From an optimization exercise on the open Yosys and OpenROAD flow, aimed at small area, a short achievable clock period and few clock cycles per item; shortcuts taken in it are not production practice. Where RTL was checked, it was by simulation tests only, not by an equivalence proof against the original. Power and IR drop assume default switching activity.

## t2_header_top
module t2_header_top (
    input  logic                clk,
    input  logic                rst_n,
    input  logic                zb_valid_i,
    input  t2_pkg::zb_t         zb_data_i,
    output logic                zb_ready_o,
    input  logic                pass_valid_i,
    input  t2_pkg::pass_t       pass_data_i,
    output logic                pass_ready_o,
    output logic                hdr_valid_o,
    output logic                hdr_last_o,
    output t2_pkg::field_t      hdr_data_o,
    output t2_pkg::bit_cnt_t    hdr_bit_cnt_o,
    output logic                hdr_insert_zero_o,
    input  logic                hdr_ready_i
);
    localparam logic [2:0] F_SOP  = 3'd0;
    localparam logic [2:0] F_IDX  = 3'd1;
    localparam logic [2:0] F_CODE = 3'd2;
    localparam logic [2:0] F_ROOT = 3'd4;
    localparam logic [2:0] F_M4   = 3'd5;
    localparam logic [2:0] F_M2   = 3'd6;
    localparam logic [2:0] F_LEAF = 3'd7;
    function automatic logic lt6(input logic [5:0] a, input logic [5:0] b);
        logic [5:0] g, e;
        logic       r, eq;
        g  = ~a & b;
        e  = ~(a ^ b);
        r  = 1'b0;
        eq = 1'b1;
        for (int i = 5; i >= 0; i--) begin
            r  = r | (eq & g[i]);
            eq = eq & e[i];
        end
        lt6 = r;
    endfunction
    logic        full_q;     
    logic        acc;
    logic [6:0]  acnt;       
    logic [6:0]  rcnt;       
    logic [6:0]  rcnt_f;     
    logic [5:0]  rf   [8][8];
    logic [5:0]  m4   [4];
    logic [5:0]  root;
    assign zb_ready_o = !full_q;
    assign acc        = zb_valid_i && !full_q;
    assign rcnt_f     = {~rcnt[6], rcnt[5:0]};
    logic [6:0] acnt_p1;
    logic       lim0, lim1;
    assign acnt_p1 = acnt + 7'd1;
    assign lim0    = (acnt == rcnt_f);
    assign lim1    = (acnt_p1 == rcnt_f);
    always_ff @(posedge clk or negedge rst_n) begin
        if (!rst_n) begin
            full_q <= 1'b0;
            acnt  <= '0;
  ...
Size in the first run: roughly 580 flip-flops, about 63 I/O pins, roughly 23000 um2 of cells after synthesis.
clock: 5.5 ns
lec_check: 0
cap_margin: 20
core_margin: 2
core_utilization: 55
cts_cluster_diameter: 80
cts_cluster_size: 25
setup_slack_margin: 3.2
slew_margin: 20
run.sh (not shown) runs the stock make flow with config.mk's settings and CLKGATE_MAP_FILE= SYNTH_SCRIPT=/design/flow/synth_recipe.tcl, a recipe that flattens the netlist after the stock synthesis.
Edit:
--- a/flow/design.v
+++ b/flow/design.v
@@ -41,47 +41,43 @@
     localparam logic [2:0] F_CODE = 3'd2;
     localparam logic [2:0] F_ROOT = 3'd4;
     localparam logic [2:0] F_M4   = 3'd5;
     localparam logic [2:0] F_M2   = 3'd6;
     localparam logic [2:0] F_LEAF = 3'd7;
     function automatic logic lt6(input logic [5:0] a, input logic [5:0] b);
-        logic [5:0] g, e;
-        logic       r, eq;
-        g  = ~a & b;
-        e  = ~(a ^ b);
-        r  = 1'b0;
-        eq = 1'b1;
-        for (int i = 5; i >= 0; i--) begin
-            r  = r | (eq & g[i]);
-            eq = eq & e[i];
-        end
+        logic r;
+        r = 1'b0;
+        for (int i = 0; i < 6; i++) r = (!a[i] && b[i]) || (!(a[i] ^ b[i]) && r);
         lt6 = r;
     endfunction
     logic        full_q;     
+    logic        zr_q;       
     logic        acc;
     logic [6:0]  acnt;       
     logic [6:0]  rcnt;       
     logic [6:0]  rcnt_f;     
     logic [5:0]  rf   [8][8];
     logic [5:0]  m4   [4];
     logic [5:0]  root;
-    assign zb_ready_o = !full_q;
-    assign acc        = zb_valid_i && !full_q;
+    assign zb_ready_o = zr_q;
+    assign acc        = zb_valid_i && zr_q;
     assign rcnt_f     = {~rcnt[6], rcnt[5:0]};
     logic [6:0] acnt_p1;
     logic       lim0, lim1;
     assign acnt_p1 = acnt + 7'd1;
     assign lim0    = (acnt == rcnt_f);
     assign lim1    = (acnt_p1 == rcnt_f);
     always_ff @(posedge clk or negedge rst_n) begin
         if (!rst_n) begin
             full_q <= 1'b0;
+            zr_q   <= 1'b0;
             acnt  <= '0;
         end else begin
             if (acc) acnt <= acnt_p1;
             full_q <= acc ? lim1 : lim0;
+            zr_q   <= acc ? !lim1 : !lim0;
         end
     end
     logic [7:0] row_oh, col_oh;
     logic [3:0] q_sel;
     logic       first_root, first_m4;
     always_ff @(posedge clk or negedge rst_n) begin
@@ -188,13 +184,13 @@
         m2_nx   <= min4;
         m4_nx   <= m4[{blk[5], blk[2]}];
         leaf_nx <= blk[0] ? leaf_b : grp_q[{blk[3], 1'b0}];
     end
     logic [2:0]  ft;          
     logic [15:0] pkt_idx;
-    logic        sop_a, sop_b, sop_c;
+    logic        sop_a, sop_b, sop_c, sop_d;
     logic [15:0] dat_q;
     logic        ld_en, avail, ld;
     logic        begun_q;
     logic [2:0]  ft_nb;       
     always_comb begin
         case (ft)
@@ -275,12 +271,13 @@
     end
     always_ff @(posedge clk) begin
         if (ld && ft == F_LEAF && !blk[0]) leaf_b <= grp_q[{blk[3], 1'b1}];
         if (ld)    sop_a <= (ft == F_SOP);
         if (ld_en) sop_b <= avail && (ft == F_SOP);
         sop_c <= ld ? (ft == F_SOP) : (sop_c && hdr_valid_o);
+        sop_d <= ld ? (ft == F_SOP) : (sop_d && !(hdr_valid_o && hdr_ready_i));
         if (ld) begin
             case (ft)
                 F_SOP: begin
                     dat_q             <= 16'h0004;
                     hdr_bit_cnt_o     <= 6'd32;
                     hdr_insert_zero_o <= 1'b0;
@@ -304,9 +301,9 @@
                     hdr_insert_zero_o <= 1'b1;
                     hdr_last_o        <= 1'b0;
                 end
             endcase
         end
     end
-    assign hdr_data_o = {{4{sop_a}}, {4{sop_b}}, sop_c, 2'b00, sop_c, 3'b000, sop_c, dat_q};
+    assign hdr_data_o = {{3{sop_a}}, {3{sop_b}}, {3{sop_c}}, 2'b00, sop_d, 3'b000, sop_d, dat_q};
 endmodule
 `default_nettype wire
Result: The changed run produced a clean layout. Non-clock buffer count climbs by 5. Final area climbs by about 0.6%. Cell count climbs by about 1%. Count of clock-buffer cells in the layout climbs by 2. Total power drops by 19%. Worst setup slack improved by 0.061 ns. Worst hold slack improved by 0.026 ns.
Testbench counts after the change, summed over its fixed seeds: cycles 10,176, packets 64.
Only the layout flow was run in the first run of this note; the RTL was not checked for function there.

[what the ideal ports hide]
The flow's constraints put no driver on any port. The routed layouts listed below were extracted and timed again, unchanged, in two steps.
Step 1 (the two cells are an assumption about what drives the block):
set clk [get_ports {clk}]
set_driving_cell -lib_cell sky130_fd_sc_hd__clkbuf_16 $clk
set_driving_cell -lib_cell sky130_fd_sc_hd__buf_2 [delete_from_list [all_inputs] $clk]
Step 2 also shifts input and output timing later by t, the mid clock arrival at the registers, as if the neighbouring blocks saw the same clock.
a / b / c = no drivers / after step 1 / after step 2; a / b = the first two.
| run | shift t [ns] | setup WS [ns] | worst data-port slew with drivers (ns) |
|---|---|---|---|
| the first run | 0.675 | 3.120 / 3.061 / 2.573 | 0.04 |
| the second run | 0.667 | 3.181 / 3.180 / 2.595 | 0.06 |
After both steps setup and hold are still met in every run listed. The setup slack of the second run, which loses most, moves by -0.001 ns with the drivers and by -0.586 ns with both steps.
